Source: an optimization exercise on an open RTL-to-GDS flow (aim: small area and a short achievable clock period). Production flows keep margins and buffers that such runs may drop.
In this exercise RTL edits were held to simulation tests only and were not proved equivalent to the original.
No activity file was given, so power comes from the tool's default toggle rates.

## before
// xbar_alloc_top
module xbar_alloc_top (
   input  logic         clk,
   input  logic         rst,
   input  logic [24:0]  req,
   input  logic [4:0]   req_tail,
   input  logic [4:0]   out_ready,
   output logic [24:0]  select,
   output logic [4:0]   grant
);
Size: ~330 cells after synthesis, about 67 I/O pins.
==> module lag_xbar_allocator, before the edit <==
module lag_xbar_allocator #(
   parameter int np            = 5,
   parameter int max_links_num = 2,
   localparam int N            = np * max_links_num,
   localparam int W            = (N > 1) ? $clog2(N) : 1
) (
   input  logic                  clk,
   input  logic                  rst,
   input  logic [N-1:0][N-1:0]   req,
   input  logic [N-1:0]          req_tail,
   input  logic [N-1:0]          out_ready,
   output logic [N-1:0][N-1:0]   select,
   output logic [N-1:0]          grant
);
   logic [N-1:0][W-1:0] pos;
   logic [N-1:0]        lock;
   logic [N-1:0][W-1:0] pos_nxt;
   logic [N-1:0]        lock_nxt;
   function automatic logic [W-1:0] care_mask(input int i);
      logic [W-1:0] m;
      logic         ok;
      m = '1;
      for (int b = W - 1; b >= 0; b--) begin
         ok = 1'b1;
         for (int v = 0; v < N; v++)
            if (v != i && ((W'(v) ^ W'(i)) & m & ~(W'(1) << b)) == '0) ok = 1'b0;
         if (ok) m[b] = 1'b0;
      end
      care_mask = m;
   endfunction
   always_comb begin
      logic [N-1:0] c;      
      logic [N-1:0] pd;     
      logic         win;
      logic         term;
      logic         free;
      select = '0;
      for (int o = 0; o < N; o++) begin
         for (int i = 0; i < N; i++) begin
            c[i]  = req[i][o];
            pd[i] = ((pos[o] ^ W'(i)) & care_mask(i)) == '0;
         end
         free = !lock[o];
         for (int i = 0; i < N; i++) begin
            win = 1'b0;
            for (int d = 1; d < N; d++) begin
               term = pd[(i - d + N) % N];
               for (int e = 1; e <= d; e++) term = term & !c[(i - e + N) % N];
               win = win | term;
            end
            select[o][i] = out_ready[o] && !rst && c[i] && (pd[i] || (free && win));
         end
      end
   end
   always_comb begin
      grant = '0;
      for (int o = 0; o < N; o++) begin
         grant = grant | select[o];
      end
   end
   always_comb begin
      logic any;
      for (int o = 0; o < N; o++) begin
         any         = |select[o];
         pos_nxt[o]  = any ? '0 : pos[o];
         lock_nxt[o] = 1'b0;
         for (int i = 0; i < N; i++) begin
            if (select[o][i]) pos_nxt[o] = pos_nxt[o] | (req_tail[i] ? W'((i + 1) % N) : W'(i));
            lock_nxt[o] = lock_nxt[o] | (select[o][i] & !req_tail[i]);
         end
         if (!any) lock_nxt[o] = lock[o];
      end
   end
   always_ff @(posedge clk or posedge rst) begin
      if (rst) begin
         pos  <= '0;
         lock <= '0;
      end else begin
         pos  <= pos_nxt;
         lock <= lock_nxt;
      end
   end
endmodule
Settings: LEC_CHECK=0, CAP_MARGIN=20, CORE_MARGIN=2, CORE_UTILIZATION=30, SLEW_MARGIN=20; clock period 11.5 ns.
standard.sh (not shown) runs the stock make flow with config.mk's settings and CLKGATE_MAP_FILE= SYNTH_SCRIPT=/design/flow/synth_recipe.tcl, a recipe that flattens the netlist after the stock synthesis.
==> flow/flow/run.sh <==
#!/bin/bash
# The standard layout, with the port buffers made from the smallest plain buffer
# instead of the delay buffer buffer_ports picks by default.
set -euo pipefail
export BUFFER_PORTS_ARGS="-buffer_cell sky130_fd_sc_hd__buf_1"
bash standard.sh > standard.log 2>&1
What after does differently from before at the input level:
diff --git a/flow/design.v b/flow/design.v
--- a/flow/design.v
+++ b/flow/design.v
@@ -49,28 +49,32 @@
       care_mask = m;
    endfunction
    always_comb begin
       logic [N-1:0] c;      
       logic [N-1:0] pd;     
-      logic         win;
-      logic         term;
+      logic [N-1:0] m;      
+      logic [N-1:0] hi;     
+      logic         nhb, ncb, anyhi;
       logic         free;
       select = '0;
       for (int o = 0; o < N; o++) begin
          for (int i = 0; i < N; i++) begin
             c[i]  = req[i][o];
             pd[i] = ((pos[o] ^ W'(i)) & care_mask(i)) == '0;
          end
+         m[0] = pd[0];
+         for (int i = 1; i < N; i++) m[i] = m[i-1] | pd[i];
+         hi = c & m;
+         anyhi = |hi;
          free = !lock[o];
+         nhb = 1'b1;
+         ncb = 1'b1;
          for (int i = 0; i < N; i++) begin
-            win = 1'b0;
-            for (int d = 1; d < N; d++) begin
-               term = pd[(i - d + N) % N];
-               for (int e = 1; e <= d; e++) term = term & !c[(i - e + N) % N];
-               win = win | term;
-            end
-            select[o][i] = out_ready[o] && !rst && c[i] && (pd[i] || (free && win));
+            select[o][i] = out_ready[o] && !rst && c[i] &&
+                           (pd[i] || (free && (m[i] ? nhb : (!anyhi && ncb))));
+            nhb = nhb & !hi[i];
+            ncb = ncb & !c[i];
          end
       end
    end
    always_comb begin
       grant = '0;
Notes after the runs:
after finished all stages; the layout is clean. before → after: power consumed by sequential cells has decreased; setup slack shrank by 74 ps. Clock network fraction of total power was lower in after than in before. Against before, after comes in 4.9% lower on die height. after against before: post-synthesis net count dropped 39, final standard cell count with taps included and fillers excluded dropped 6.0%, amount of wire on met2 after detailed routing dropped 12%. Relative to before, the register fraction of the total cell area of after is higher by 1.2 points. Against before, after reports a placed instance count that is lower. after against before: leakage component of the power saw a decrease; portion of total power attributed to combinational logic higher; post-DP HPWL moved down; number of global-route vias before repair lost 149; hold slack -65 ps.

re-timing with driven ports:
How much do the figures lean on ideal ports? The routed layouts below were timed once more, with nothing changed but the port constraints. Step 1 (the two cells are an assumption about what drives the block):
set clk [get_ports {clk}]
set_driving_cell -lib_cell sky130_fd_sc_hd__clkbuf_16 $clk
set_driving_cell -lib_cell sky130_fd_sc_hd__buf_2 [delete_from_list [all_inputs] $clk]
Step 2 also shifts input and output timing later by t, the mid clock arrival at the registers, as if the neighbouring blocks saw the same clock. a / b / c = no drivers / after step 1 / after step 2; a / b = the first two.
| run | t (ns) | setup slack, ns | latest minus earliest clock arrival (ns) |
|---|---|---|---|
| before | 0.288 | 5.122 / 5.099 / 5.099 | 0.007 / 0.007 |
| after | 0.279 | 5.048 / 5.026 / 5.026 | 0.005 / 0.005 |
After both steps every run listed still meets setup and hold. The setup slack of before, which loses most, moves by -0.023 ns with the drivers and by -0.023 ns with both steps.
